Background: an optimization exercise with open tools, aiming at small area, a short achievable clock period and few clock cycles. Do not read the settings as production practice. Where RTL was checked, it was by simulation tests only, not by an equivalence proof against the original. The RTL of runs 1 and 2 was laid out without a check of its function. Power is estimated from default activity; no workload was simulated.

==> flow/design.v (outline; a module is shown in full before it is edited, if it fits) <==
// module kps_rank: 89 lines
// module kps_dist: 5723 lines
// module k_nearest_point_select: 258 lines
module k_nearest_point_select (
  input  logic        clk,
  input  logic        rst_n,
  input  logic        cfg_wr_en,
  input  logic [1:0]  cfg_index,
  input  logic [23:0] cfg_data,
  input  logic        in_valid,
  output logic        in_ready,
  input  logic [23:0] in_point_x,
  input  logic [23:0] in_point_y,
  input  logic [23:0] in_point_z,
  input  logic        in_set_end,
  output logic        out_valid,
  input  logic        out_ready,
  output logic [4:0]  out_target_index,
  output logic        out_list_end,
  output logic        out_dropped
);
  // ...
==> flow/run.sh <==
#!/bin/bash
# synth_recipe.tcl (not shown) runs the flow's synth.tcl, then flattens the netlist and writes it again
# the make line also repeats each setting of config.mk as NAME=value (left out here)
make -C /OpenROAD-flow-scripts/flow DESIGN_CONFIG=/design/flow/config.mk WORK_HOME=/design/flow/orfs CLKGATE_MAP_FILE= SYNTH_SCRIPT=/design/flow/synth_recipe.tcl finish
==> flow/config.mk <==
export PLATFORM = sky130hd
export DESIGN_NAME = k_nearest_point_select
export DESIGN_NICKNAME = k_nearest_point_select
export VERILOG_FILES = /design/flow/design.v
export SDC_FILE = /design/flow/constraint.sdc
export NUM_CORES = 4
export LEC_CHECK = 0
export CAP_MARGIN = 20
export CORE_MARGIN = 2
export CORE_UTILIZATION = 50
export SETUP_SLACK_MARGIN = 5.0
export SLEW_MARGIN = 20
==> flow/constraint.sdc <==
create_clock -name core_clock -period 9.0 [get_ports {clk}]
set_input_delay 1.8000 -clock core_clock [delete_from_list [all_inputs] [get_ports {clk}]]
set_output_delay 1.8000 -clock core_clock [all_outputs]
set_load 0.01 [all_outputs]
==> out/results.txt, run 1 <==
Worst Setup Start Kind -> flop
Pre-antenna DRT Iters -> 8
Biggest register -> u_rank.dring
Clock buffer cells -> 429
Area leader, netlist -> dfxtp_1
CTS tree -> done
Register area -> 56000 µm²
Met1 wire length -> 154000 µm
Post-Syn Instances -> 12961
Logic power comb -> 20700 µW
Status -> timing/DRC/antenna clean
Vias in the first global route -> 93866
Placed Cells -> 15886
Sequential Power Share -> 32.4%
Synth Register Bits -> 2694
Seq pwr -> 15900 µW
Final Instance Count excl. Fillers -> 16436
Synth top area share -> 39.2%
Crit path required time -> 9.75 ns
Clk pwr share -> 25.4%
Pins Over Slew Limit -> 0
# diodes -> 9
CP most frequent cell -> fa_1
CTS Hold Bufs -> 0
Vert. Die Dim -> 510 µm
Xor and xnor area share after synthesis -> 2.83%
Power Internal -> 29500 µW
Reg-to-reg endpoint -> u_dist.r1_q[173]$_DFF_P_
Most frequent cell after synthesis -> dfxtp_1
WL per Instance -> 22.4 µm
Top pwr grp -> combinational logic
==> run 2, diff against run 1 <==
--- a/flow/config.mk
+++ b/flow/config.mk
@@ -9,4 +9,6 @@
 export CORE_MARGIN = 2
 export CORE_UTILIZATION = 50
+export CTS_CLUSTER_DIAMETER = 90
+export CTS_CLUSTER_SIZE = 26
 export SETUP_SLACK_MARGIN = 5.0
 export SLEW_MARGIN = 20
==> run 2 against run 1 <==
Cell area fell by 3.9%. Worst setup slack barely moved. Clock-buffer cell count fell by 256. Critical endpoint is now u_dist.r1_q[143]$_DFF_P_. Still clean on timing, DRC and antenna. Register-to-register slack barely moved. First-iteration DRC count rose by 1.3%. Sequential power barely moved. Sequential share of layout area rose by 1.6 points. Sequential cell count did not move. Critical path type unchanged. Routed wire length fell by 1.1%. Die area did not move. Critical path depth did not move. Hold slack improved by 0.010 ns.
==> out/results.txt, run 2 <==
Syn Nets -> 14196
Detailed-route DRC error count -> 0
Placed Cells -> 15886 (unchanged)
Synth cell types -> 86
Hold EP -> j2b[4]$_DFF_P_
Maximum root-to-sink buffer count -> 3
CTS tree -> done
Commonest non-fill, non-tap cell in the layout -> dfxtp_1
Worst vdd ir -> 0.259 mV
Vias/cell -> 5.78
Largest cells by area after synthesis -> dfxtp_1 39%, fa_1 14%, maj3_1 4.8%
Syn-to-layout area delta -> 7.12%
Min-Delay Path Class -> flop to flop
Antenna violations before repair -> 12
Post-layout util -> 53.9%
GR Util All Layers -> 27.6%
CTS Hold Bufs -> 0 (unchanged)
Hold Crit Start -> j1[4]$_DFF_P_
Critical path fanouts, max -> 26
Critical Path AT -> 4.65 ns
Total Wirelength -> 364000 µm
Root Buffer -> clkbuf_16
Pins Over Slew Limit -> 0 (unchanged)
Crit end category -> flop
Via count -> 93292
Max reg flops -> 1600
TNS Setup -> 0 ns
EDFF count, synth -> 188
Area leader, netlist -> dfxtp_1
Post-synth top cells -> 2506 x dfxtp_1, 1144 x inv_1, 1077 x nand2_1
Pre-antenna DRT Iters -> 7 (-1)
Biggest register -> u_rank.dring
Post-Syn Instances -> 12961 (unchanged)
Worst hold stages -> 0
Hold violation total from the final report -> 0
Die Span X -> 510 µm
Tightest Pin Transition -> 1.15 ns
Vias in the first global route -> 91921 (-2.1%)
Register area share after synthesis -> 43.6%
Vert. Die Dim -> 510 µm (unchanged)
Num CTS Buffers -> 134
Nets -> 13913
Largest registers -> u_rank.dring x1600, u_dist.r1_q x282, u_rank.rk x160
Final Instance Count excl. Fillers -> 16128 (-1.9%)
Synth Area per Inst -> 9.88 µm²
Worst reg2reg setup slack -> 5.04 ns
RSZ-0062 raised after global routing -> true
Reg-to-reg endpoint -> u_dist.r1_q[143]$_DFF_P_
Leak -> 0.0540 µW
Final Cell Area -> 137000 µm²
Post-route ant nets -> 0
Cell Area, Placed -> 132000 µm²
Final setup violation count -> 0
Fmax -> 252 MHz
Commonest cells after routing, fill and taps aside -> 2414 x dfxtp_1, 1139 x inv_1, 1076 x nand2_1
Synth Register Bits -> 2694 (unchanged)
Top FF cell, synth -> dfxtp_1
Tcrit/Tclk final -> 44.0%
Fillers -> 22548
H-tree Lvls -> 4
Crit path required time -> 9.69 ns (-0.06 ns)
Final hold slack -> 0.331 ns
Min Tclk post-route -> 3.96 ns
Max-Slew Margin vs Limit -> 22.5%
Most frequent cell after synthesis -> dfxtp_1
Largest net degree at the start of global routing -> 116
Synth top area share -> 39.2% (unchanged)
RR Startpoint -> dy_r[11]$_DFF_P_
Iter 0 DRT Violations -> 7182
Core footprint -> 254000 µm²
Clk_skew -> 0.0443 ns
GR Overflow Total -> 0
Worst Reg-to-Reg Cells -> 8
Total clock sinks -> 2694
Site Rows -> 185
Clock latency at the later pin of the worst-skew pair -> 0.85 ns
First-pass GRT wire length -> 553000 µm
I/O pins -> 113
Max Cap Viol -> 0
Worst Setup Start Kind -> flop
CP Class -> flop to flop
YS warnings -> 8
Hpwl dp -> 264000 µm
WL per Instance -> 22.6 µm (+0.76%)
Die ar. -> 260000 µm²
Initial core utilization -> 50.3%
PwrDens -> 319 nW/µm²
Mapped Area -> 128000 µm²
Post-synth ARST share -> 0%
Port buffer count -> 112
Status -> timing/DRC/antenna clean
Clock-pin slew on the worst setup and hold paths -> 0.10 ns
RePlAce Congestion -> 0.899
Layout cell share with drive strength beyond 1 -> 4.66%
[run 2: kinds of logic (layout without fill, tap and decap cells)]
group | count (synthesis) | after routing | synth area share [%]
other | 0 | 5 | 0
flip-flops | 2694 | 2694 | 43.6
adder cells (fa/ha/maj) | 1765 | 1765 | 21.1
AND/OR/NAND/NOR | 3080 | 3080 | 11.5
multiplexers | 17 | 17 | 0.142
buffers and inverters | 1838 | 1634 | 5.50
AO/OA/AOI/OAI | 3153 | 3153 | 15.3
XOR/XNOR | 414 | 414 | 2.83
[run 2: area by class of cell]
type | instances | area (µm²) | area share, %
Multi-Input combinational cell | 8429 | 65700 | 47.9
Antenna cell | 5 | 12.5 | 0.00912
Clock inverter | 42 | 641 | 0.467
Tap cell | 3366 | 4210 | 3.07
Sequential cell | 2694 | 56000 | 40.8
Timing Repair inverter | 1 | 8.76 | 0.00639
Clock buffer | 173 | 3590 | 2.62
Timing Repair Buffer | 272 | 2630 | 1.91
Inverter | 1146 | 4350 | 3.17
[run 2: where the power goes]
group	switching, µW	total (µW)	internal, µW
clock network	4120	7150	3040
registers	1910	15800	13900
logic	12600	20700	8120
total	18600	43700	25100
[run 2: worst max-delay path by stage]
stage,startpoint,slack [ns],cells past startpoint,end
2_1_floorplan,in_point_z[0],4.81,14,dz_r[24]$_DFF_P_
3_3_place_gp,out_ready,3.79,6,orank_r[6]$_DFFE_PP_
3_5_place_dp,out_ready,3.70,6,orank_r[5]$_DFFE_PP_
4_1_cts,u_dist.d[1]$_DFF_P_,4.99,13,u_rank.ge_r[25]$_DFF_P_
5_1_grt,in_point_x[1],4.94,13,dx_r[21]$_DFF_P_
6_report,dy_r[11]$_DFF_P_,5.04,8,u_dist.r1_q[143]$_DFF_P_
[run 2: routing by layer]
metal | wire, µm | GRT usage, % | part of all wire, %
met1 | 155000 | 35.8 | 42
met2 | 171000 | 46.0 | 47
met3 | 20800 | 3.88 | 5.7
met4 | 17500 | 11.9 | 4.8
met5 | 47 | 0 | 0.013
[run 2: worst max-delay path, stage by stage, from the launching register on]
cell	delay [ns]
dfxtp_2	0.93
and2_1	0.26
fa_1	0.43
inv_1	0.09
fa_1	0.43
fa_1	0.54
inv_1	0.08
fa_1	0.57
fa_1	0.43
[run 2: what timing repair did]
item / CTS / global route
buffers inserted: 7 / 14
pin swaps: 10 / 16
cloned: 0 / 1
setup endpoints to repair: 120 / 135
gates resized for setup: 63 / 93
hold endpoints to repair: 0 / 0
[run 2: through the flow]
step           setup WS [ns]  total power, µW
3_5_place_dp            3.70            36700
4_1_cts                 4.99            43900
2_1_floorplan           4.81            29500
3_3_place_gp            3.79            36000
5_1_grt                 4.94            47200
6_report                5.04            43700
==> module kps_rank, before the edit <==
module kps_rank (
  input  logic                   clk,
  input  logic                   rst_n,
  input  logic                   v2,
  input  logic [J_W-1:0]         j2,
  input  logic [DIST_W-1:0]      d2,
  input  logic                   v4,
  input  logic [J_W-1:0]         j4,
  output logic [NPTS*IDX_W-1:0]  rank_n,    
  output logic [IDX_W-1:0]       base_n,
  output logic [IDX_W-1:0]       min_n      
);
  localparam int NC = NPTS - 1;    
  logic [DIST_W-1:0] dring [NPTS];    
  logic [NC-1:0]     lt_r, ge_r;
  logic [IDX_W-1:0]  rk [NPTS];
  logic [3:0]        pc_r [4];
  logic [IDX_W-1:0]  pcs;
  logic [IDX_W-1:0]  base_r;
  logic              wr2, first4, new4;
  logic              ismin_r;
  logic [IDX_W-1:0]  min_r;
  logic [IDX_W-1:0]  rk_n [NPTS];
  assign wr2    = v2 && !j2[J_W-1];
  assign new4   = v4 && !j4[J_W-1];
  assign first4 = v4 && (j4 == '0);
  always_ff @(posedge clk) begin
    dring[0] <= wr2 ? ~d2 : dring[NPTS-1];
    for (int p = 1; p < NPTS; p++) dring[p] <= dring[p-1];
  end
  logic [NC-1:0] lt_c;
  always_comb begin
    logic [63:0] l, g;
    for (int p = 0; p < NC; p++) begin
      l = '0;
      g = '0;
      for (int k = 0; k < DIST_W; k++) begin
        l[k] = !d2[k] && !dring[p][k];
        g[k] = d2[k] && dring[p][k];
      end
      for (int w = 64; w > 1; w = w / 2) begin
        for (int k = 0; k < w / 2; k++) begin
          l[k] = l[2*k+1] || (!g[2*k+1] && l[2*k]);
          g[k] = g[2*k+1] || (!l[2*k+1] && g[2*k]);
        end
      end
      lt_c[p] = l[0];
    end
  end
  always_ff @(posedge clk) begin
    for (int p = 0; p < NC; p++) begin
      lt_r[p] <= wr2 && (j2 > J_W'(p)) && lt_c[p];
      ge_r[p] <= wr2 && (j2 > J_W'(p)) && !lt_c[p];
    end
  end
  always_ff @(posedge clk) begin
    for (int g = 0; g < 4; g++) begin
      logic [3:0] c;
      c = '0;
      for (int k = 8 * g; k < 8 * g + 8 && k < NC; k++) c = c + 4'(ge_r[k]);
      pc_r[g] <= c;
    end
    ismin_r <= (ge_r == '0);
  end
  assign min_n = (new4 && ismin_r) ? j4[IDX_W-1:0] : min_r;
  always_ff @(posedge clk) begin
    min_r <= min_n;
  end
  assign pcs = IDX_W'(pc_r[0]) + IDX_W'(pc_r[1]) + IDX_W'(pc_r[2]) + IDX_W'(pc_r[3]) + IDX_W'(lt_r[0]);
  always_comb begin
    for (int q = 0; q < NPTS; q++) begin
      logic [IDX_W-1:0] nx;
      if (q == 0)      nx = rk[NPTS-1] + IDX_W'(lt_r[NC-1]);
      else if (q == 1) nx = rk[0];
      else             nx = rk[q-1] + IDX_W'(lt_r[q-2]);
      if (q == 2 && new4) nx = pcs;
      else if (first4)   nx = '1;
      rk_n[q] = nx;
    end
  end
  assign base_n = new4 ? j4[IDX_W-1:0] + IDX_W'(2) : base_r + IDX_W'(1);
  always_ff @(posedge clk) begin
    for (int q = 0; q < NPTS; q++) rk[q] <= rk_n[q];
    base_r <= base_n;
  end
  always_comb begin
    for (int q = 0; q < NPTS; q++) rank_n[q*IDX_W +: IDX_W] = rk_n[q];
  end
endmodule
==> run 3, diff against run 2 <==
--- a/flow/design.v
+++ b/flow/design.v
@@ -40,20 +40,5 @@
   logic [NC-1:0] lt_c;
   always_comb begin
-    logic [63:0] l, g;
-    for (int p = 0; p < NC; p++) begin
-      l = '0;
-      g = '0;
-      for (int k = 0; k < DIST_W; k++) begin
-        l[k] = !d2[k] && !dring[p][k];
-        g[k] = d2[k] && dring[p][k];
-      end
-      for (int w = 64; w > 1; w = w / 2) begin
-        for (int k = 0; k < w / 2; k++) begin
-          l[k] = l[2*k+1] || (!g[2*k+1] && l[2*k]);
-          g[k] = g[2*k+1] || (!l[2*k+1] && g[2*k]);
-        end
-      end
-      lt_c[p] = l[0];
-    end
+    for (int p = 0; p < NC; p++) lt_c[p] = d2 < ~dring[p];
   end
   always_ff @(posedge clk) begin
--- a/flow/config.mk
+++ b/flow/config.mk
@@ -9,6 +9,6 @@
 export CORE_MARGIN = 2
 export CORE_UTILIZATION = 50
-export CTS_CLUSTER_DIAMETER = 90
-export CTS_CLUSTER_SIZE = 26
+export CTS_CLUSTER_DIAMETER = 100
+export CTS_CLUSTER_SIZE = 30
 export SETUP_SLACK_MARGIN = 5.0
 export SLEW_MARGIN = 20
==> run 3 against run 2 <==
Combinational power hardly changed. Cell area up 2.9%. Still clean on timing, DRC and antenna. Die area is 2.4% higher. Sequential share of layout area down 1.2 points. Area after synthesis is 2.4% higher. Hold slack worse by 0.013 ns. Utilization increased by 0.31 points. First-iteration DRC count fell by 38%. Highest routed layer is now met4. Non-clock buffer count up 7. Largest cell class unchanged. Sequential cell count up 1. Worst setup slack gained 0.051 ns. Register-to-register slack improved by 0.06 ns.
==> out/results.txt, run 3 <==
Critical Path AT -> 4.66 ns (about the same)
Commonest non-fill, non-tap cell in the layout -> dfxtp_1
Core footprint -> 260000 µm² (+2.3%)
Clk_skew -> 0.0563 ns (+0.0120 ns)
PwrDens -> 299 nW/µm² (-6.1%)
Mapped Area -> 131000 µm² (+2.4%)
Site Rows -> 187 (+1.1%)
Vias/cell -> 5.37 (-7.2%)
Pins Over Slew Limit -> 0 (unchanged)
Worst Setup Start Kind -> input port
Top FF cell, synth -> dfxtp_1
Largest registers -> u_rank.dring x1600, u_dist.r1_q x282, u_rank.rk x160
Min Tclk post-route -> 3.91 ns (-0.0514 ns)
Final setup violation count -> 0 (unchanged)
Syn Nets -> 14493 (+2.1%)
YS warnings -> 8 (unchanged)
Hpwl dp -> 239000 µm (-9.6%)
Switching share of power -> 41.4% (-1.3 points)
Iter 0 DRT Violations -> 4442 (-38%)
Total clock sinks -> 2695 (+0.037%)
Crit-path max cell delay -> 0.41 ns (-0.52 ns)
Vias in the first global route -> 87991 (-4.3%)
RSZ-0062 raised after global routing -> true
Root Buffer -> clkbuf_16
Fmax -> 256 MHz (+1.3%)
I/O pins -> 113 (unchanged)
Largest net degree at the start of global routing -> 102 (-12%)
Port buffer count -> 112 (unchanged)
Fillers -> 22472 (-0.34%)
Commonest cells after routing, fill and taps aside -> 2472 x dfxtp_1, 1779 x ha_1, 1096 x inv_1
TNS Setup -> 0 ns (unchanged)
Crit path required time -> 9.75 ns (+0.06 ns)
Status -> timing/DRC/antenna clean
Initial core utilization -> 50.4% (+0.055 points)
Post-Syn Instances -> 11736 (-9.5%)
Multi-input logic area -> 70400 µm² (+7.1%)
Synth Register Bits -> 2695 (+0.037%)
Most frequent cell after synthesis -> dfxtp_1
Clock-pin slew on the worst setup and hold paths -> 0.12 ns (+0.02 ns)
Maximum root-to-sink buffer count -> 3 (unchanged)
Critical path, cell by cell -> clkdlybuf4s50_1 > inv_1 > ha_1 > fa_1 > nor2b_1 > o21ai_1 > a21boi_2 > o21a_1 > a311o_1 > a21oi_1 > a21oi_2 > buf_4 > a21o_1 > a21oi_1 > xnor2_1
CP Class -> input port to flop
RePlAce Congestion -> 0.884 (-1.7%)
Clock latency at the later pin of the worst-skew pair -> 0.83 ns (-0.02 ns)
Max-Slew Margin vs Limit -> 24.7% (+2.2 points)
GR Overflow Total -> 0 (unchanged)
Pre-CTS setup slack -> 4.01 ns (+0.311 ns)
Tightest Pin Transition -> 1.12 ns (-0.0308 ns)
EDFF count, synth -> 188 (unchanged)
First-pass GRT wire length -> 502000 µm (-9.3%)
Via count -> 82824 (-11%)
CP most frequent cell -> a21oi_1
Vert. Die Dim -> 516 µm (+1.2%)
Hold violation total from the final report -> 0 (unchanged)
WL per Instance -> 21.0 µm (-7.1%)
Tcrit/Tclk final -> 43.4% (-0.57 points)
Antenna violations before repair -> 7 (-5)
Final Instance Count excl. Fillers -> 15437 (-4.3%)
CTS tree -> done
Max reg flops -> 1600 (unchanged)
Combinational power share -> 49.2% (+1.8 points)
Synth cell types -> 82 (-4.7%)
Register area share after synthesis -> 42.6% (-1.0 points)
Sw Pwr -> 17500 µW (-6.3%)
Area leader, netlist -> dfxtp_1
Critical path fanouts, max -> 3 (-88%)
Sequential Power Share -> 35.1% (-1.1 points)
Pre-antenna DRT Iters -> 5 (-2)
Placed Cells -> 15231 (-4.1%)
H-tree Lvls -> 3 (-1)
Num CTS Buffers -> 115 (-14%)
Tot Pwr -> 42200 µW (-3.5%)
Clk pwr share -> 15.7% (-0.7 points)
Worst vdd ir -> 0.246 mV (-5.0%)
Leak -> 0.0656 µW (+21%)
Synth Area per Inst -> 11.2 µm² (+13%)
Detailed-route DRC error count -> 0 (unchanged)
Total Wirelength -> 324000 µm (-11%)
Register area -> 55900 µm² (-0.23%)
Max Cap Viol -> 0 (unchanged)
Delay-heaviest family, CP -> compound AO/OA/AOI/OAI gates
Final Worst Setup Slack -> 5.09 ns (+0.0514 ns)
Die Span X -> 516 µm (+1.2%)
Post-route ant nets -> 0 (unchanged)
Die ar. -> 266000 µm² (+2.4%)
Crit path buffers/inverters -> 3 (+1)
Post-synth ARST share -> 0% (unchanged)
GR Util All Layers -> 24.2% (-3.3 points)
Power Internal -> 24800 µW (-1.3%)
Nets -> 14629 (+5.1%)
CTS Hold Bufs -> 0 (unchanged)
Crit end category -> flop
Slowest library cell on the worst path -> a311o_1
Layout cell share with drive strength beyond 1 -> 3.71% (-0.95 points)
Largest cells by area after synthesis -> dfxtp_1 38%, ha_1 17%, fa_1 13%
Biggest register -> u_rank.dring
Post-synth top cells -> 2507 x dfxtp_1, 1782 x ha_1, 1097 x inv_1
Synth top area share -> 38.3% (-0.90 points)
Syn-to-layout area delta -> 7.62%
Min-Delay Path Class -> flop to flop
[run 3: changes by cell type after synthesis, sizes merged, moves of 268 or more]
cell,change
a21o,+364
a21oi,-271
a31oi,-498
clkbuf,-268
ha,+1522
maj3,-634
nand2,-397
nor2,-379
o21ai,-350
o31ai,-420
[run 3: final timing paths]
check / to / from / cells past startpoint / slack (ns)
setup / recovery: dy_r[20]$_DFF_P_ / in_point_y[0] / 15 / 5.09
hold / removal: j4[2]$_DFF_P_ / j3[2]$_DFF_P_ / 0 / 0.32
setup reg to reg: oidx_r[4]$_DFFE_PP_ / r_r[0]$_DFFE_PP_ / 13 / 5.10
hold reg to reg: j4[2]$_DFF_P_ / j3[2]$_DFF_P_ / 0 / 0.32
[run 3: power groups by stage]
stage | registers (µW) | logic [µW] | clock network (µW)
after detailed placement | 15100 | 20800 | 0
final | 14800 | 20800 | 6640
after CTS | 14800 | 20900 | 6840
after global routing | 14900 | 23900 | 7230
after global placement | 15000 | 20000 | 0
after floorplan | 15400 | 12900 | 0
[run 3: layer usage]
| layer | vias up | global-route usage, % | wire, µm |
|---|---|---|---|
| met2 | 1709 | 40.1 | 149000 |
| met5 | - | 0 | 0 |
| met4 | 0 | 8.81 | 12700 |
| met3 | 544 | 2.23 | 12700 |
| li1 | 39781 | - | - |
| met1 | 40790 | 33.1 | 150000 |
[run 3: cell type report]
type	instances	share of cell area (%)
Timing Repair Buffer	279	1.80
Sequential cell	2695	39.6
Multi-Input combinational cell	7682	49.9
Tap cell	3496	3.10
Antenna cell	3	0.00532
Clock buffer	138	2.16
Inverter	1099	2.93
Clock inverter	45	0.514
[run 3: stage by stage]
step                hold WS [ns]  utilization, %  area [µm²]
floorplan                  0.310               -      131000
global placement           0.310            52.6      137000
detailed placement         0.312            52.6      137000
CTS                        0.315            54.1      141000
global route               0.319            54.2      141000
finish                     0.318            54.2      141000
[run 3: repair_timing]
| action | in CTS | in global routing |
|---|---|---|
| setup endpoints to repair | 212 | 177 |
| pin swaps | 3 | 18 |
| buffers inserted | 1 | 15 |
| resized for setup | 30 | 41 |
| cloned | 0 | 4 |
[run 3: kinds of logic after synthesis]
| kind of cell | after synthesis | synth area share [%] |
|---|---|---|
| and+or+nand+nor | 2730 | 11.1 |
| adders and majority gates | 2653 | 30.3 |
| AOI/OAI and AO/OA | 1857 | 9.14 |
| xor gates and xnor gates | 423 | 2.83 |
| DFF | 2695 | 42.6 |
| muxes | 19 | 0.154 |
| buffers and inverters | 1359 | 3.91 |
Testbench counts of run 3, summed over its fixed seeds: cycles 10,254.
==> run 4, diff against run 3 <==
--- a/flow/config.mk
+++ b/flow/config.mk
@@ -9,6 +9,4 @@
 export CORE_MARGIN = 2
 export CORE_UTILIZATION = 50
-export CTS_CLUSTER_DIAMETER = 100
-export CTS_CLUSTER_SIZE = 30
 export SETUP_SLACK_MARGIN = 5.0
 export SLEW_MARGIN = 20
==> run 4 against run 3 <==
Sequential cell count unchanged. Combinational power about the same. Clock-buffer cell count up 277. Global-route usage up 0.51 points. Routed wire length up 2.0%. Final cell count up 2.2%. Cell area up 4.3%. Critical path depth down 3. First-iteration DRC count down 0.61%. Synthesized cell count unchanged. Critical endpoint is now oidx_r[4]$_DFFE_PP_. Worst setup slack worse by 0.0094 ns. Area after synthesis unchanged.
==> out/results.txt, run 4 <==
YS warnings -> 8 (unchanged)
Clk_skew -> 0.0858 ns (+0.0295 ns)
Fmax -> 255 MHz (-0.24%)
Layout cell share with drive strength beyond 1 -> 5.97% (+2.3 points)
Tightest Pin Transition -> 1.14 ns (+0.0188 ns)
TNS Setup -> 0 ns (unchanged)
Commonest cells after routing, fill and taps aside -> 2472 x dfxtp_1, 1779 x ha_1, 1096 x inv_1
Worst vdd ir -> 0.251 mV (+2.2%)
WL per Instance -> 20.9 µm (-0.18%)
Hold violation total from the final report -> 0 (unchanged)
Hold Crit Start -> u_rank.dring[12][17]$_DFF_P_
Final setup violation count -> 0 (unchanged)
Site Rows -> 187 (unchanged)
Mapped Area -> 131000 µm² (unchanged)
Biggest register -> u_rank.dring
RSZ-0062 raised after global routing -> false
Commonest non-fill, non-tap cell in the layout -> dfxtp_1
Crit path required time -> 9.60 ns (-0.15 ns)
Largest net degree at the start of global routing -> 102 (unchanged)
Vias in the first global route -> 90079 (+2.4%)
Total Wirelength -> 330000 µm (+2.0%)
Port buffer count -> 112 (unchanged)
Syn-to-layout area delta -> 12.3%
Synth cell types -> 82 (unchanged)
Min Tclk post-route -> 3.92 ns (+0.00939 ns)
CTS tree -> done
Register area share after synthesis -> 42.6% (unchanged)
Iter 0 DRT Violations -> 4415 (-0.61%)
Num CTS Buffers -> 296 (+160%)
Tcrit/Tclk final -> 43.5% (+0.10 points)
Largest registers -> u_rank.dring x1600, u_dist.r1_q x282, u_rank.rk x160
Reg-to-reg endpoint -> oidx_r[4]$_DFFE_PP_
GR Util All Layers -> 24.7% (+0.51 points)
Synth top area share -> 38.3% (unchanged)
Max-Slew Margin vs Limit -> 23.4% (-1.3 points)
EDFF count, synth -> 188 (unchanged)
Clock-pin slew on the worst setup and hold paths -> 0.06 ns (-0.06 ns)
Most frequent cell after synthesis -> dfxtp_1
H-tree Lvls -> 5 (+2)
Die Span X -> 516 µm (unchanged)
Post-synth top cells -> 2507 x dfxtp_1, 1782 x ha_1, 1097 x inv_1
Status -> timing/DRC/antenna clean
Antenna violations before repair -> 7 (unchanged)
Clock latency at the later pin of the worst-skew pair -> 0.87 ns (+0.04 ns)
Die ar. -> 266000 µm² (unchanged)
GR Overflow Total -> 0 (unchanged)
I/O pins -> 113 (unchanged)
Via count -> 84192 (+1.7%)
Syn Nets -> 14493 (unchanged)
Post-route ant nets -> 0 (unchanged)
Maximum root-to-sink buffer count -> 4 (+1)
RR Startpoint -> r_r[3]$_SDFFCE_PP0P_
Hold EP -> u_rank.dring[13][17]$_DFF_P_
RePlAce Congestion -> 0.884 (unchanged)
Leak -> 0.0687 µW (+4.7%)
Vert. Die Dim -> 516 µm (unchanged)
Pins Over Slew Limit -> 0 (unchanged)
Synth Register Bits -> 2695 (unchanged)
Max Cap Viol -> 0 (unchanged)
Crit path buffers/inverters -> 2 (-1)
Pre-antenna DRT Iters -> 5 (unchanged)
Final Instance Count excl. Fillers -> 15774 (+2.2%)
Crit-path max cell delay -> 0.87 ns (+0.46 ns)
Vias/cell -> 5.34 (-0.52%)
Post-synth ARST share -> 0% (unchanged)
Largest cells by area after synthesis -> dfxtp_1 38%, ha_1 17%, fa_1 13%
Critical path, cell by cell -> buf_4 > bufbuf_16 > xnor2_1 > nand3_1 > o31a_1 > nand2_1 > or4_1 > nor4_1 > xnor2_1 > nor2_1 > a21oi_2 > o21ai_1
Max reg flops -> 1600 (unchanged)
Detailed-route DRC error count -> 0 (unchanged)
Worst Reg-to-Reg Cells -> 12 (-1)
Synth Area per Inst -> 11.2 µm² (unchanged)
Crit end category -> flop
Min-Delay Path Class -> flop to flop
CP Class -> flop to flop
Nets -> 14809 (+1.2%)
Total clock sinks -> 2695 (unchanged)
Root Buffer -> clkbuf_16
Critical Path AT -> 4.52 ns (-0.14 ns)
Slowest library cell on the worst path -> nor4_1
Worst reg2reg setup slack -> 5.08 ns (-0.02 ns)
Worst hold stages -> 0 (unchanged)
PwrDens -> 326 nW/µm² (+8.8%)
Critical path fanouts, max -> 15 (+12)
Top FF cell, synth -> dfxtp_1
Core footprint -> 260000 µm² (unchanged)
Initial core utilization -> 50.4% (unchanged)
Placed Cells -> 15231 (unchanged)
Tot Pwr -> 47900 µW (+14%)
Worst Setup Start Kind -> flop
Delay-heaviest family, CP -> simple AND/OR/NAND/NOR gates
CP most frequent cell -> xnor2_1
Hpwl dp -> 239000 µm (unchanged)
First-pass GRT wire length -> 512000 µm (+2.1%)
Post-Syn Instances -> 11736 (unchanged)
Area leader, netlist -> dfxtp_1
==> run 4: report_power, final <==
group / switching [µW] / internal [µW]
logic: 12600 / 8260
registers: 902 / 13900
clock network: 4910 / 7380
==> run 4: timing repair <==
action                                  CTS  global route
pin swaps                                 1            15
gates cloned                              3             2
buffers inserted                          4            10
hold buffers                              0             0
resized for setup                        35            33
endpoints found under the setup margin  209           168
==> run 4: kinds of logic after synthesis <==
kind of cell / synth area share [%]
AND/OR/NAND/NOR: 11.1
XOR/XNOR: 2.83
AO/OA/AOI/OAI: 9.14
buffers and inverters: 3.91
multiplexers: 0.154
adder cells (fa/ha/maj): 30.3
flip-flops: 42.6
==> run 4: cell type report <==
type	instances	area (µm²)
antenna	6	15.0
clock buffer	415	8590
clock inverter	103	1280
fill	21908	113000
inverter	1099	4140
multi-input combinational	7682	70400
sequential	2695	55900
tap	3496	4370
timing repair buffer	278	2570
==> run 4: worst max path at each step <==
stage | from | to | slack, ns | cells after the start
4_1_cts | r_r[1]$_SDFFCE_PP0P_ | orank_r[103]$_DFFE_PP_ | 5.00 | 10
3_3_place_gp | in_point_z[0] | dz_r[24]$_DFF_P_ | 4.00 | 15
3_5_place_dp | in_point_z[0] | dz_r[24]$_DFF_P_ | 4.01 | 15
6_report | r_r[3]$_SDFFCE_PP0P_ | oidx_r[4]$_DFFE_PP_ | 5.08 | 12
5_1_grt | r_r[4]$_SDFFCE_PP0P_ | oidx_r[4]$_DFFE_PP_ | 4.96 | 17
2_1_floorplan | in_point_z[0] | dz_r[24]$_DFF_P_ | 5.00 | 14
==> run 4: metal layers <==
metal / GRT usage [%] / up-vias / share of wire [%] / routed length, µm
met1: 33.3 / 41335 / 46 / 151000
li1: - / 40303 / - / -
met3: 3.28 / 686 / 4.5 / 14900
met2: 40.6 / 1868 / 46 / 151000
met4: 9.36 / 0 / 4.0 / 13200
met5: 0 / - / 0 / 0
==> run 4: stage by stage <==
stage	cell area (µm²)	worst slack (ns)	hold slack, ns	util [%]
floorplan	131000	5.00	0.310	-
global placement	137000	4.00	0.310	52.6
detailed placement	137000	4.01	0.312	52.6
CTS	147000	5.00	0.298	56.5
global route	147000	4.96	0.315	56.6
finish	147000	5.08	0.302	56.6
==> run 5, diff against run 4 <==
--- a/flow/config.mk
+++ b/flow/config.mk
@@ -9,4 +9,6 @@
 export CORE_MARGIN = 2
 export CORE_UTILIZATION = 50
+export CTS_CLUSTER_DIAMETER = 80
+export CTS_CLUSTER_SIZE = 22
 export SETUP_SLACK_MARGIN = 5.0
 export SLEW_MARGIN = 20
==> run 5 against run 4 <==
First-iteration DRC count is 1.2% lower. Total power is 9.7% lower. Register-to-register slack better by 0.02 ns. Still clean. Highest routed layer unchanged.
==> out/results.txt, run 5 <==
Status -> timing/DRC/antenna clean
Synth cell types -> 82 (unchanged)
Switching share of power -> 40.7% (+2.4 points)
Total clock sinks -> 2695 (unchanged)
Leak -> 0.0662 µW (-3.6%)
Commonest non-fill, non-tap cell in the layout -> dfxtp_1
Nets -> 14670 (-0.94%)
Vias in the first global route -> 88702 (-1.5%)
Fmax -> 256 MHz (+0.32%)
Area leader, netlist -> dfxtp_1
Die Span X -> 516 µm (unchanged)
H-tree Lvls -> 4 (-1)
PwrDens -> 304 nW/µm² (-6.5%)
Clk pwr share -> 17.8% (-7.8 points)
Fillers -> 22359 (+2.1%)
Crit path capture -> dx_r[23]$_DFF_P_
Max-Slew Margin vs Limit -> 24.5% (+1.1 points)
Worst Setup Start Kind -> input port
Biggest register -> u_rank.dring
Max reg flops -> 1600 (unchanged)
Vert. Die Dim -> 516 µm (unchanged)
Syn-to-layout area delta -> 8.45%
Hpwl dp -> 239000 µm (unchanged)
CP Class -> input port to flop
Largest net degree at the start of global routing -> 102 (unchanged)
Site Rows -> 187 (unchanged)
Initial core utilization -> 50.4% (unchanged)
Synth top area share -> 38.3% (unchanged)
Tcrit/Tclk final -> 43.4% (-0.14 points)
Clk_skew -> 0.0339 ns (-0.0520 ns)
Reg-to-reg endpoint -> u_rank.ge_r[21]$_DFF_P_
Tightest Pin Transition -> 1.12 ns (-0.0163 ns)
Crit path required time -> 9.77 ns (+0.17 ns)
TNS Setup -> 0 ns (unchanged)
Commonest cells after routing, fill and taps aside -> 2472 x dfxtp_1, 1779 x ha_1, 1096 x inv_1
EDFF count, synth -> 188 (unchanged)
CTS tree -> done
Mapped Area -> 131000 µm² (unchanged)
Layout cell share with drive strength beyond 1 -> 4.13% (-1.8 points)
Hold violation total from the final report -> 0 (unchanged)
Multi-input logic area -> 70400 µm² (about the same)
Port buffer count -> 112 (unchanged)
Via count -> 83201 (-1.2%)
I/O pins -> 113 (unchanged)
Sw Pwr -> 17600 µW (-4.0%)
Maximum root-to-sink buffer count -> 3 (-1)
Post-layout util -> 54.7% (-1.9 points)
Pre-CTS setup slack -> 4.01 ns (unchanged)
Synth Area per Inst -> 11.2 µm² (unchanged)
Pre-antenna DRT Iters -> 5 (unchanged)
Max Cap Viol -> 0 (unchanged)
Min Tclk post-route -> 3.91 ns (-0.0125 ns)
Detailed-route DRC error count -> 0 (unchanged)
Vias/cell -> 5.37 (+0.62%)
Synth Register Bits -> 2695 (unchanged)
Root Buffer -> clkbuf_16
CP Launch Point -> in_point_x[1]
YS warnings -> 8 (unchanged)
Iter 0 DRT Violations -> 4362 (-1.2%)
Final setup violation count -> 0 (unchanged)
WL per Instance -> 21.0 µm (+0.38%)
Clock latency at the later pin of the worst-skew pair -> 0.85 ns (-0.02 ns)
Largest registers -> u_rank.dring x1600, u_dist.r1_q x282, u_rank.rk x160
Power Internal -> 25600 µW (-13%)
Register area share after synthesis -> 42.6% (unchanged)
Top FF cell, synth -> dfxtp_1
CTS Hold Bufs -> 0 (unchanged)
Clock-pin slew on the worst setup and hold paths -> 0.09 ns (+0.03 ns)
Worst Reg-to-Reg Cells -> 11 (-1)
Min-Delay Path Class -> flop to flop
Post-synth ARST share -> 0% (unchanged)
Largest cells by area after synthesis -> dfxtp_1 38%, ha_1 17%, fa_1 13%
Final Worst Setup Slack -> 5.09 ns (+0.0125 ns)
Post-synth top cells -> 2507 x dfxtp_1, 1782 x ha_1, 1097 x inv_1
Crit end category -> flop
Worst vdd ir -> 0.242 mV (-3.8%)
Die ar. -> 266000 µm² (unchanged)
GR Overflow Total -> 0 (unchanged)
Post-Syn Instances -> 11736 (unchanged)
First-pass GRT wire length -> 505000 µm (-1.5%)
Syn Nets -> 14493 (unchanged)
Critical path fanouts, max -> 3 (-12)
RR Startpoint -> u_dist.d[23]$_DFF_P_
Num CTS Buffers -> 158 (-47%)
Worst reg2reg setup slack -> 5.10 ns (+0.02 ns)
GR Util All Layers -> 24.4% (-0.32 points)
RSZ-0062 raised after global routing -> true
Critical Path AT -> 4.68 ns (+0.16 ns)
Most frequent cell after synthesis -> dfxtp_1
Post-route ant nets -> 0 (unchanged)
Sequential Power Share -> 34.2% (+3.3 points)
Register area -> 55900 µm² (unchanged)
Pins Over Slew Limit -> 0 (unchanged)
RePlAce Congestion -> 0.884 (unchanged)
Core footprint -> 260000 µm² (unchanged)
Antenna violations before repair -> 5 (-2)
Combinational power share -> 48.0% (+4.6 points)
Total Wirelength -> 326000 µm (-1.4%)
-- run 5: metrics by stage --
stage	total power (µW)	cell area (µm²)	std cells	hold slack, ns
CTS	43600	142000	15470	0.321
detailed placement	35800	137000	15231	0.312
floorplan	28400	131000	11736	0.310
global placement	35000	137000	15230	0.310
finish	43300	142000	15492	0.318
global route	47100	142000	15490	0.328
-- run 5: power by group through the flow --
stage                     logic [µW]  clock network, µW  registers, µW
after floorplan                12900                  0          15400
after global placement         20000                  0          15000
after detailed placement       20800                  0          15100
after CTS                      20800               7910          14800
after global routing           23900               8330          14900
final                          20800               7710          14800
-- run 5: cells by family (layout without fill, tap and decap cells) --
| family | count (synthesis) | in the layout | synth area share [%] |
|---|---|---|---|
| AND/OR/NAND/NOR | 2730 | 2730 | 11.1 |
| flip-flops | 2695 | 2695 | 42.6 |
| adder cells (fa/ha/maj) | 2653 | 2653 | 30.3 |
| AO/OA/AOI/OAI | 1857 | 1857 | 9.14 |
| buffers and inverters | 1359 | 1615 | 3.91 |
| XOR/XNOR | 423 | 423 | 2.83 |
| multiplexers | 19 | 19 | 0.154 |
| other | 0 | 4 | 0 |
-- run 5: critical path: stages --
cell	delay [ns]
clkdlybuf4s50_1	0.44
ha_1	0.30
nor2b_1	0.13
o21a_1	0.18
o21ai_2	0.18
a31oi_1	0.18
o221ai_2	0.25
o21bai_1	0.18
a41oi_1	0.32
nand2b_1	0.13
a21o_1	0.19
a41oi_1	0.24
xnor2_1	0.15
-- run 5: metal layers --
| layer | GRT usage (%) | part of all wire, % | wire (µm) | vias up |
|---|---|---|---|---|
| li1 | - | - | - | 39880 |
| met3 | 2.70 | 4.1 | 13200 | 574 |
| met2 | 40.2 | 46 | 150000 | 1774 |
| met1 | 33.1 | 46 | 150000 | 40973 |
| met5 | 0 | 0 | 0 | - |
| met4 | 9.25 | 3.9 | 12700 | 0 |
-- run 5: area by class of cell --
class	count	share of cell area, %
timing repair buffer	277	1.77
sequential	2695	39.3
antenna	4	0.00704
tap	3496	3.08
clock buffer	187	2.98
inverter	1099	2.91
multi-input combinational	7682	49.5
clock inverter	52	0.460
-- run 5: worst min path at each step --
stage                         startpoint             to  slack [ns]  cells after the start
after floorplan            j0[0]$_DFF_P_  j1[0]$_DFF_P_        0.31                      0
after global routing      j2b[4]$_DFF_P_  j2[4]$_DFF_P_        0.33                      0
after global placement     j3[0]$_DFF_P_  j4[0]$_DFF_P_        0.31                      0
after detailed placement  j2b[2]$_DFF_P_  j2[2]$_DFF_P_        0.31                      0
after CTS                  j3[2]$_DFF_P_  j4[2]$_DFF_P_        0.32                      0
final                      j3[2]$_DFF_P_  j4[2]$_DFF_P_        0.32                      0
-- run 5: repair_timing --
| action | in CTS | in global routing |
|---|---|---|
| cloned | 0 | 4 |
| buffers inserted | 0 | 14 |
| gates resized for setup | 30 | 37 |
| setup endpoints to repair | 214 | 172 |
| pin swaps | 1 | 14 |
==> module k_nearest_point_select, before the edit <==
module k_nearest_point_select (
  input  logic        clk,
  input  logic        rst_n,
  input  logic        cfg_wr_en,
  input  logic [1:0]  cfg_index,
  input  logic [23:0] cfg_data,
  input  logic        in_valid,
  output logic        in_ready,
  input  logic [23:0] in_point_x,
  input  logic [23:0] in_point_y,
  input  logic [23:0] in_point_z,
  input  logic        in_set_end,
  output logic        out_valid,
  input  logic        out_ready,
  output logic [4:0]  out_target_index,
  output logic        out_list_end,
  output logic        out_dropped
);
  logic [MT_W-1:0]    maxt_r;
  logic [COORD_W-1:0] ox_r, oy_r, oz_r;
  always_ff @(posedge clk) begin
    if (!rst_n) begin
      maxt_r <= MT_W'(1);
      ox_r   <= '0;
      oy_r   <= '0;
      oz_r   <= '0;
    end else if (cfg_wr_en) begin
      case (cfg_index)
        2'd0:    maxt_r <= cfg_data[MT_W-1:0];
        2'd1:    ox_r   <= cfg_data;
        2'd2:    oy_r   <= cfg_data;
        default: oz_r   <= cfg_data;
      endcase
    end
  end
  logic           in_ready_r;
  logic [J_W-1:0] jcnt_r;       
  logic [4:0]     ph_r;         
  logic           acc;
  assign acc      = in_valid && in_ready_r;
  assign in_ready = in_ready_r;
  logic [J_W-1:0] lim;
  logic [J_W-1:0] m_in;
  logic           ovf_in, fits_in, none_in, lsel_in;
  assign lim     = maxt_r[5] ? J_W'(NPTS) : maxt_r;
  assign ovf_in  = (jcnt_r == J_W'(NPTS));
  assign m_in    = ovf_in ? J_W'(NPTS) : jcnt_r + J_W'(1);
  assign fits_in = (m_in <= lim);
  assign none_in = !fits_in && (lim == '0);
  assign lsel_in = in_set_end && !fits_in && !none_in;
  logic [1:0]     qv_r;
  logic [1:0]     qsel_r;
  logic [J_W-1:0] qcnt_r [2];   
  logic [1:0]     qovf_r;
  logic           push, pop;
  logic [1:0]     qv_n, qsel_n;
  logic           busy_r, busy_n;
  assign push = acc && in_set_end && !none_in;
  always_comb begin
    qv_n   = qv_r;
    qsel_n = qsel_r;
    if (pop) begin
      qv_n   = {1'b0, qv_r[1]};
      qsel_n = {1'b0, qsel_r[1]};
    end
    if (push) begin
      if (qv_n[0]) begin
        qv_n[1]   = 1'b1;
        qsel_n[1] = !fits_in;
      end else begin
        qv_n[0]   = 1'b1;
        qsel_n[0] = !fits_in;
      end
    end
  end
  always_ff @(posedge clk) begin
    if (pop) begin
      qcnt_r[0] <= qcnt_r[1];
      qovf_r[0] <= qovf_r[1];
    end
    if (push) begin
      if (qv_r[0] && !(pop && !qv_r[1])) begin
        qcnt_r[1] <= fits_in ? m_in : lim;
        qovf_r[1] <= ovf_in;
      end else begin
        qcnt_r[0] <= fits_in ? m_in : lim;
        qovf_r[0] <= ovf_in;
      end
    end
  end
  logic [J_W-1:0] jcnt_n;
  logic [4:0]     ph_n;
  logic           ok_first;
  always_comb begin
    jcnt_n = jcnt_r;
    ph_n   = acc ? (jcnt_r == '0 ? 5'd0 : ph_r) : ph_r + 5'd1;
    if (acc) begin
      if (in_set_end)       jcnt_n = '0;
      else if (!ovf_in)     jcnt_n = jcnt_r + J_W'(1);
    end
    ok_first = !qv_n[0] || (!qv_n[1] && (!qsel_n[0] || !busy_n));
  end
  always_ff @(posedge clk) begin
    if (!rst_n) begin
      jcnt_r     <= '0;
      qv_r       <= '0;
      ph_r       <= '0;
      in_ready_r <= 1'b1;
    end else begin
      jcnt_r     <= jcnt_n;
      qv_r       <= qv_n;
      ph_r       <= ph_n;
      in_ready_r <= (jcnt_n == '0) ? ok_first : (jcnt_n[J_W-1] || ph_n == 5'd0);
    end
  end
  always_ff @(posedge clk) begin
    qsel_r <= qsel_n;
  end
  logic [24:0]        dx, dy, dz;
  logic [24:0]        dx_r, dy_r, dz_r;
  logic               v0, v1, v2, v2b, v3, v4;
  logic               l0, l1, l2, l2b, l3, l4;
  logic [J_W-1:0]     j0, j1, j2, j2b, j3, j4;
  assign dx = {in_point_x[23], in_point_x} - {ox_r[23], ox_r};
  assign dy = {in_point_y[23], in_point_y} - {oy_r[23], oy_r};
  assign dz = {in_point_z[23], in_point_z} - {oz_r[23], oz_r};
  always_ff @(posedge clk) begin
    dx_r <= dx;
    dy_r <= dy;
    dz_r <= dz;
    l0   <= lsel_in;
    j0   <= jcnt_r;
    l1   <= l0;
    j1   <= j0;
    l2b  <= l1;
    j2b  <= j1;
    l2   <= l2b;
    j2   <= j2b;
    l3   <= l2;
    j3   <= j2;
    l4   <= l3;
    j4   <= j3;
  end
  always_ff @(posedge clk) begin
    if (!rst_n) begin
      v0 <= 1'b0;
      v1 <= 1'b0;
      v2b <= 1'b0;
      v2 <= 1'b0;
      v3 <= 1'b0;
      v4 <= 1'b0;
    end else begin
      v0 <= acc;
      v1 <= v0;
      v2b <= v1;
      v2 <= v2b;
      v3 <= v2;
      v4 <= v3;
    end
  end
  logic [DIST_W-1:0] d2;
  kps_dist u_dist (
    .clk (clk),
    .dx  (dx_r),
    .dy  (dy_r),
    .dz  (dz_r),
    .d   (d2)
  );
  logic [NPTS*IDX_W-1:0] rank_n;
  logic [IDX_W-1:0]      base_n;
  logic [IDX_W-1:0]      min_n;
  kps_rank u_rank (
    .clk   (clk),
    .rst_n (rst_n),
    .v2    (v2),
    .j2    (j2),
    .d2    (d2),
    .v4    (v4),
    .j4    (j4),
    .rank_n (rank_n),
    .base_n (base_n),
    .min_n  (min_n)
  );
  logic held_r;
  always_ff @(posedge clk) begin
    if (!rst_n) begin
      held_r <= 1'b0;
    end else if (pop && qsel_r[0]) begin
      held_r <= 1'b0;
    end else if (v4 && l4) begin
      held_r <= 1'b1;
    end
  end
  logic [NPTS*IDX_W-1:0] orank_r;
  logic                  seq_r;
  logic [J_W-1:0]        ocnt_r;    
  logic [IDX_W-1:0]      obase_r;   
  logic                  oovf_r;
  logic [J_W-1:0]        r_r;       
  logic                  ov_r;
  logic [IDX_W-1:0]      oidx_r;
  logic                  olast_r;
  logic                  odrop_r;
  logic             out_free, emit, emit_last, first;
  logic [IDX_W-1:0] selp, sel;
  assign out_free  = !ov_r || out_ready;
  assign emit      = busy_r && out_free;
  assign emit_last = (r_r + J_W'(1) == ocnt_r);
  assign pop       = qv_r[0] && (qsel_r[0] ? (held_r || (v4 && l4)) : 1'b1) && (!busy_r || (emit && emit_last));
  assign first     = pop && !busy_r && out_free;    
  always_comb begin
    busy_n = busy_r;
    if (emit && emit_last) busy_n = 1'b0;
    if (pop) busy_n = !(first && qcnt_r[0] == J_W'(1));
  end
  always_comb begin
    selp = '0;
    for (int p = 0; p < NPTS; p++) begin
      if (orank_r[p*IDX_W +: IDX_W] == r_r[IDX_W-1:0]) selp = selp | IDX_W'(p);
    end
  end
  assign sel = obase_r - selp;
  always_ff @(posedge clk) begin
    if (!rst_n) begin
      busy_r <= 1'b0;
      ov_r   <= 1'b0;
    end else begin
      busy_r <= busy_n;
      if (emit || first) ov_r <= 1'b1;
      else if (out_ready) ov_r <= 1'b0;
    end
  end
  always_ff @(posedge clk) begin
    if (pop) begin
      orank_r <= rank_n;
      seq_r   <= !qsel_r[0];
      ocnt_r  <= qcnt_r[0];
      obase_r <= base_n;
      oovf_r  <= qovf_r[0];
      r_r     <= first ? J_W'(1) : J_W'(0);
    end else if (emit) begin
      r_r     <= r_r + J_W'(1);
    end
    if (first) begin
      oidx_r  <= qsel_r[0] ? min_n : '0;
      olast_r <= (qcnt_r[0] == J_W'(1));
      odrop_r <= qovf_r[0];
    end else if (emit) begin
      oidx_r  <= seq_r ? r_r[IDX_W-1:0] : sel;
      olast_r <= emit_last;
      odrop_r <= oovf_r;
    end
  end
  assign out_valid        = ov_r;
  assign out_target_index = oidx_r;
  assign out_list_end     = olast_r;
  assign out_dropped      = odrop_r;
endmodule
==> run 6, diff against run 5 <==
--- a/flow/design.v
+++ b/flow/design.v
@@ -18,8 +18,12 @@
   output logic [NPTS*IDX_W-1:0]  rank_n,    
   output logic [IDX_W-1:0]       base_n,
-  output logic [IDX_W-1:0]       min_n      
+  output logic [IDX_W-1:0]       min_n,     
+  output logic [IDX_W-1:0]       min2_n,    
+  output logic                   ismin3     
 );
   localparam int NC = NPTS - 1;    
   logic [DIST_W-1:0] dring [NPTS];    
+  logic [NC-1:0]     ltc_r;      
+  logic [J_W-1:0]    nv_r;       
   logic [NC-1:0]     lt_r, ge_r;
   logic [IDX_W-1:0]  rk [NPTS];
@@ -29,5 +33,5 @@
   logic              wr2, first4, new4;
   logic              ismin_r;
-  logic [IDX_W-1:0]  min_r;
+  logic [IDX_W-1:0]  min_r, min2_r;
   logic [IDX_W-1:0]  rk_n [NPTS];
   assign wr2    = v2 && !j2[J_W-1];
@@ -40,10 +44,29 @@
   logic [NC-1:0] lt_c;
   always_comb begin
-    for (int p = 0; p < NC; p++) lt_c[p] = d2 < ~dring[p];
+    logic [63:0] l, g;
+    for (int p = 0; p < NC; p++) begin
+      l = '0;
+      g = '0;
+      for (int k = 0; k < DIST_W; k++) begin
+        l[k] = !d2[k] && !dring[p][k];
+        g[k] = d2[k] && dring[p][k];
+      end
+      for (int w = 64; w > 1; w = w / 2) begin
+        for (int k = 0; k < w / 2; k++) begin
+          l[k] = l[2*k+1] || (!g[2*k+1] && l[2*k]);
+          g[k] = g[2*k+1] || (!l[2*k+1] && g[2*k]);
+        end
+      end
+      lt_c[p] = l[0];
+    end
   end
   always_ff @(posedge clk) begin
+    ltc_r <= lt_c;
+    nv_r  <= wr2 ? j2 : '0;
+  end
+  always_comb begin
     for (int p = 0; p < NC; p++) begin
-      lt_r[p] <= wr2 && (j2 > J_W'(p)) && lt_c[p];
-      ge_r[p] <= wr2 && (j2 > J_W'(p)) && !lt_c[p];
+      lt_r[p] = (nv_r > J_W'(p)) && ltc_r[p];
+      ge_r[p] = (nv_r > J_W'(p)) && !ltc_r[p];
     end
   end
@@ -57,7 +80,16 @@
     ismin_r <= (ge_r == '0);
   end
-  assign min_n = (new4 && ismin_r) ? j4[IDX_W-1:0] : min_r;
+  assign ismin3 = (ge_r == '0);
+  assign min_n  = (new4 && ismin_r) ? j4[IDX_W-1:0] : min_r;
+  always_comb begin
+    min2_n = min2_r;
+    if (new4) begin
+      if (ismin_r)                                                          min2_n = min_r;
+      else if (IDX_W'(pc_r[0]) + IDX_W'(pc_r[1]) + IDX_W'(pc_r[2]) + IDX_W'(pc_r[3]) == IDX_W'(1)) min2_n = j4[IDX_W-1:0];
+    end
+  end
   always_ff @(posedge clk) begin
-    min_r <= min_n;
+    min_r  <= min_n;
+    min2_r <= min2_n;
   end
   assign pcs = IDX_W'(pc_r[0]) + IDX_W'(pc_r[1]) + IDX_W'(pc_r[2]) + IDX_W'(pc_r[3]) + IDX_W'(lt_r[0]);
@@ -5977,4 +6009,6 @@
   logic [IDX_W-1:0]      base_n;
   logic [IDX_W-1:0]      min_n;
+  logic [IDX_W-1:0]      min2_n;
+  logic                  ismin3;
   kps_rank u_rank (
     .clk   (clk),
@@ -5987,14 +6021,18 @@
     .rank_n (rank_n),
     .base_n (base_n),
-    .min_n  (min_n)
+    .min_n  (min_n),
+    .min2_n (min2_n),
+    .ismin3 (ismin3)
   );
   logic held_r;
+  logic early, early_r;    
   always_ff @(posedge clk) begin
     if (!rst_n) begin
-      held_r <= 1'b0;
-    end else if (pop && qsel_r[0]) begin
-      held_r <= 1'b0;
-    end else if (v4 && l4) begin
-      held_r <= 1'b1;
+      held_r  <= 1'b0;
+      early_r <= 1'b0;
+    end else begin
+      early_r <= early;
+      if (pop && qsel_r[0]) held_r <= 1'b0;
+      else if (v4 && l4 && !early_r) held_r <= 1'b1;
     end
   end
@@ -6014,5 +6052,8 @@
   assign emit      = busy_r && out_free;
   assign emit_last = (r_r + J_W'(1) == ocnt_r);
-  assign pop       = qv_r[0] && (qsel_r[0] ? (held_r || (v4 && l4)) : 1'b1) && (!busy_r || (emit && emit_last));
+  assign early     = qv_r[0] && qsel_r[0] && !held_r && v3 && l3 && !busy_r && out_free;
+  assign pop       = early ||
+                     (qv_r[0] && (qsel_r[0] ? (held_r || (v4 && l4 && !early_r)) : 1'b1) &&
+                      (!busy_r || (emit && emit_last)));
   assign first     = pop && !busy_r && out_free;    
   always_comb begin
@@ -6027,5 +6068,5 @@
     end
   end
-  assign sel = obase_r - selp;
+  assign sel = (early_r && r_r == J_W'(1)) ? min2_n : obase_r - selp;
   always_ff @(posedge clk) begin
     if (!rst_n) begin
@@ -6039,9 +6080,11 @@
   end
   always_ff @(posedge clk) begin
-    if (pop) begin
+    if (pop || early_r) begin
       orank_r <= rank_n;
+      obase_r <= base_n;
+    end
+    if (pop) begin
       seq_r   <= !qsel_r[0];
       ocnt_r  <= qcnt_r[0];
-      obase_r <= base_n;
       oovf_r  <= qovf_r[0];
       r_r     <= first ? J_W'(1) : J_W'(0);
@@ -6050,5 +6093,5 @@
     end
     if (first) begin
-      oidx_r  <= qsel_r[0] ? min_n : '0;
+      oidx_r  <= !qsel_r[0] ? '0 : early ? ((ismin3 && !j3[J_W-1]) ? j3[IDX_W-1:0] : min_n) : min_n;
       olast_r <= (qcnt_r[0] == J_W'(1));
       odrop_r <= qovf_r[0];
--- a/flow/config.mk
+++ b/flow/config.mk
@@ -8,7 +8,7 @@
 export CAP_MARGIN = 20
 export CORE_MARGIN = 2
-export CORE_UTILIZATION = 50
-export CTS_CLUSTER_DIAMETER = 80
-export CTS_CLUSTER_SIZE = 22
+export CORE_UTILIZATION = 62
+export CTS_CLUSTER_DIAMETER = 85
+export CTS_CLUSTER_SIZE = 24
 export SETUP_SLACK_MARGIN = 5.0
 export SLEW_MARGIN = 20
==> run 6 against run 5 <==
Cell area shrank 4.5%. Sequential share of layout area grew 1.6 points. Critical path type unchanged. Largest cell class unchanged. Highest routed layer is now met5. Hold slack gained 0.011 ns. Clock power shrank about 10%.
==> out/results.txt, run 6 <==
Status -> timing/DRC/antenna clean
Min-Delay Path Class -> flop to flop
WL per Instance -> 21.6 µm (+2.9%)
Final setup violation count -> 0 (unchanged)
Combinational power share -> 48.1% (about the same)
Detailed-route DRC error count -> 0 (unchanged)
Hold violation total from the final report -> 0 (unchanged)
Post-Syn Instances -> 12811 (+9.2%)
Post-synth ARST share -> 0% (unchanged)
Worst Setup Start Kind -> input port
TNS Setup -> 0 ns (unchanged)
Core footprint -> 205000 µm² (-21%)
Max-Slew Margin vs Limit -> 29.5% (+5.0 points)
Clk pwr share -> 15.5% (-2.3 points)
Hpwl dp -> 238000 µm (-0.37%)
Power Internal -> 25900 µW (+1.1%)
Pre-antenna DRT Iters -> 6 (+1)
RSZ-0062 raised after global routing -> true
Vias/cell -> 5.95 (+11%)
PwrDens -> 330 nW/µm² (+8.4%)
Via count -> 91221 (+9.6%)
GR Util All Layers -> 31.2% (+6.8 points)
Post-synth top cells -> 2487 x dfxtp_1, 1107 x inv_1, 1034 x nand2_1
Top FF cell, synth -> dfxtp_1
Largest registers -> u_rank.dring x1600, u_dist.r1_q x282, u_rank.rk x160
H-tree Lvls -> 4 (unchanged)
Die ar. -> 209000 µm² (-21%)
Synth cell types -> 83 (+1.2%)
Delay-heaviest family, CP -> compound AO/OA/AOI/OAI gates
Initial core utilization -> 62.4% (+12 points)
Commonest cells after routing, fill and taps aside -> 2414 x dfxtp_1, 1104 x inv_1, 1032 x nand2_1
I/O pins -> 113 (unchanged)
Num CTS Buffers -> 137 (-13%)
Synth Register Bits -> 2675 (-0.74%)
Tcrit/Tclk final -> 43.8% (+0.44 points)
First-pass GRT wire length -> 510000 µm (+1.2%)
Crit end category -> flop
Tightest Pin Transition -> 1.06 ns (-0.0639 ns)
Area leader, netlist -> dfxtp_1
Leak -> 0.0543 µW (-18%)
Critical path fanouts, max -> 3 (unchanged)
Mapped Area -> 128000 µm² (-2.7%)
Syn Nets -> 14049 (-3.1%)
Slowest library cell on the worst path -> clkdlybuf4s50_1
Critical Path AT -> 4.72 ns (+0.04 ns)
Sequential Power Share -> 36.5% (+2.3 points)
GR Overflow Total -> 0 (unchanged)
Pins Over Slew Limit -> 0 (unchanged)
Final hold slack -> 0.329 ns (+0.0106 ns)
CTS Hold Bufs -> 0 (unchanged)
Antenna violations before repair -> 18 (+13)
EDFF count, synth -> 188 (unchanged)
Clock latency at the later pin of the worst-skew pair -> 0.85 ns (about the same)
Max reg flops -> 1600 (unchanged)
CTS tree -> done
Critical path, cell by cell -> clkdlybuf4s50_1 > ha_1 > nor2b_1 > o21ai_1 > a21boi_1 > nor2_1 > o21bai_1 > a21oi_2 > o211a_4 > a31oi_4 > a211o_1 > a2111oi_2 > mux2_4
Root Buffer -> clkbuf_16
Layout cell share with drive strength beyond 1 -> 4.55% (+0.42 points)
Total Wirelength -> 332000 µm (+1.8%)
Max Cap Viol -> 0 (unchanged)
Iter 0 DRT Violations -> 7566 (+73%)
Port buffer count -> 112 (unchanged)
Maximum root-to-sink buffer count -> 3 (unchanged)
Syn-to-layout area delta -> 6.40%
Vias in the first global route -> 89173 (+0.53%)
Largest net degree at the start of global routing -> 100 (-2.0%)
RePlAce Congestion -> 0.916 (+3.6%)
Total clock sinks -> 2675 (-0.74%)
Clk_skew -> 0.0356 ns (+0.00178 ns)
Synth Area per Inst -> 9.96 µm² (-11%)
Clock-pin slew on the worst setup and hold paths -> 0.09 ns (about the same)
Crit path required time -> 9.78 ns (about the same)
Die Span X -> 458 µm (-11%)
Most frequent cell after synthesis -> dfxtp_1
Crit path buffers/inverters -> 1 (unchanged)
Post-route ant nets -> 0 (unchanged)
Nets -> 13799 (-5.9%)
Largest cells by area after synthesis -> dfxtp_1 39%, fa_1 14%, maj3_1 5.8%
Synth top area share -> 39.0% (+0.73 points)
YS warnings -> 8 (unchanged)
Site Rows -> 166 (-11%)
Worst vdd ir -> 0.240 mV (-0.85%)
Crit-path max cell delay -> 0.40 ns (-0.04 ns)
Fmax -> 253 MHz (-1.0%)
Vert. Die Dim -> 458 µm (-11%)
Commonest non-fill, non-tap cell in the layout -> dfxtp_1
Switching share of power -> 42.1% (+1.4 points)
CP Class -> input port to flop
Sw Pwr -> 18800 µW (+6.9%)
Min Tclk post-route -> 3.95 ns (+0.0400 ns)
Biggest register -> u_rank.dring
Register area share after synthesis -> 43.4% (+0.85 points)
-- run 6: changes by cell type after synthesis, moves of 163 or more --
cell	delta
nor2_1	+343
a21o_1	-334
maj3_1	+736
o21ai_0	+432
a31oi_1	+465
o31ai_1	+406
ha_1	-1518
nand4_1	-254
a21oi_1	+222
nand2_1	+354
nor2b_1	-163
clkbuf_1	+308
-- run 6: cells by family after synthesis --
logic type	share of synthesized area [%]
flip-flops	43.4
adder cells (fa/ha/maj)	22.1
AO/OA/AOI/OAI	15.0
other	0.00294
multiplexers	0.207
XOR/XNOR	2.90
buffers and inverters	5.31
AND/OR/NAND/NOR	11.0
-- run 6: power by group through the flow --
stage | logic [µW] | clock network [µW] | registers (µW)
after floorplan | 15300 | 0 | 15300
after global placement | 20600 | 0 | 16500
after detailed placement | 21300 | 0 | 16600
after CTS | 21500 | 7050 | 16300
after global routing | 24200 | 7460 | 16600
final | 21500 | 6920 | 16300
-- run 6: through the flow --
stage / instances / utilization, % / power [µW] / setup slack (ns) / cell area [µm²]
2_1_floorplan: 12811 / - / 30600 / 4.72 / 128000
3_3_place_gp: 15074 / 64.0 / 37100 / 3.70 / 131000
3_5_place_dp: 15075 / 64.0 / 37900 / 3.78 / 131000
4_1_cts: 15280 / 66.1 / 44800 / 5.00 / 135000
5_1_grt: 15321 / 66.4 / 48200 / 4.89 / 136000
6_report: 15326 / 66.4 / 44800 / 5.05 / 136000
-- run 6: area by class of cell --
| cell class | instances | area (µm²) |
|---|---|---|
| Clock inverter | 28 | 340 |
| Clock buffer | 170 | 3730 |
| Multi-Input combinational cell | 8346 | 66000 |
| Tap cell | 2688 | 3360 |
| Antenna cell | 18 | 45.0 |
| Fill cell | 16222 | 68800 |
| Timing Repair Buffer | 291 | 2610 |
| Inverter | 1110 | 4180 |
| Sequential cell | 2675 | 55600 |
-- run 6: what timing repair did --
item,CTS,global route
setup endpoints to repair,93,127
resized for setup,31,84
endpoints found under the hold margin,0,0
pin swaps,6,41
buffers inserted,7,26
gates cloned,0,2
-- run 6: worst register-to-register path, cell delays in order, from the launching register on --
cell	delay [ns]
dfxtp_2	0.93
and2_1	0.31
fa_1	0.42
inv_1	0.09
fa_1	0.45
fa_1	0.52
inv_1	0.08
fa_1	0.55
fa_1	0.45
-- run 6: layer usage --
layer  vias up  global-route usage (%)  wire length (µm)
li1      42979                       -                 -
met1     44671                    41.2            142000
met2      2822                    51.1            156000
met3       737                    3.93             17800
met4        12                    14.7             16100
met5         -                       0                75
-- run 6: worst paths after layout --
check	start	endpoint	slack, ns	cells past startpoint
hold reg to reg	j2b[1]$_DFF_P_	j2[1]$_DFF_P_	0.33	0
setup / recovery	in_point_x[2]	dx_r[24]$_DFF_P_	5.05	13
setup reg to reg	dy_r[15]$_DFF_P_	u_dist.r1_q[143]$_DFF_P_	5.08	8
hold / removal	j2b[1]$_DFF_P_	j2[1]$_DFF_P_	0.33	0
Testbench counts of run 6, summed over its fixed seeds: cycles 10,086.

re-timing with driven ports:
How much do the figures lean on ideal ports? The routed layouts below were timed once more, with nothing changed but the port constraints.
Step 1 sets driving cells, clkbuf_16 on the clock port and buf_2 on the other inputs (assumed; they add their load-dependent delay and slew).
Step 2, shift: input delay + t, output delay - t, t = (earliest + latest rising clock arrival at the registers) / 2. This alone moves slack from input paths to output paths.
Three values: ideal, step 1, step 2; two values: the first two.
run | t (ns) | slack for setup (ns) | worst hold slack (ns) | worst setup path at the end | clock arrival spread, ns
run 1 | 1.004 | 5.039 / 5.039 / 4.207 | 0.321 / 0.321 / 0.321 | input to register | 0.090 / 0.090
run 2 | 0.918 | 5.039 / 5.039 / 4.232 | 0.331 / 0.331 / 0.331 | input to register | 0.049 / 0.048
run 3 | 0.901 | 5.091 / 5.100 / 4.269 | 0.318 / 0.318 / 0.318 | input to register | 0.071 / 0.071
run 4 | 0.926 | 5.081 / 5.081 / 4.266 | 0.302 / 0.302 / 0.302 | input to register | 0.090 / 0.089
run 5 | 0.932 | 5.094 / 5.095 / 4.236 | 0.318 / 0.318 / 0.318 | input to register | 0.041 / 0.041
run 6 | 0.917 | 5.054 / 5.082 / 4.198 | 0.329 / 0.329 / 0.329 | input to register | 0.037 / 0.037
After both steps setup and hold are still met in every run listed. For run 5, which loses most, drivers alone change the setup slack by +0.001 ns; drivers and shift together by -0.858 ns.
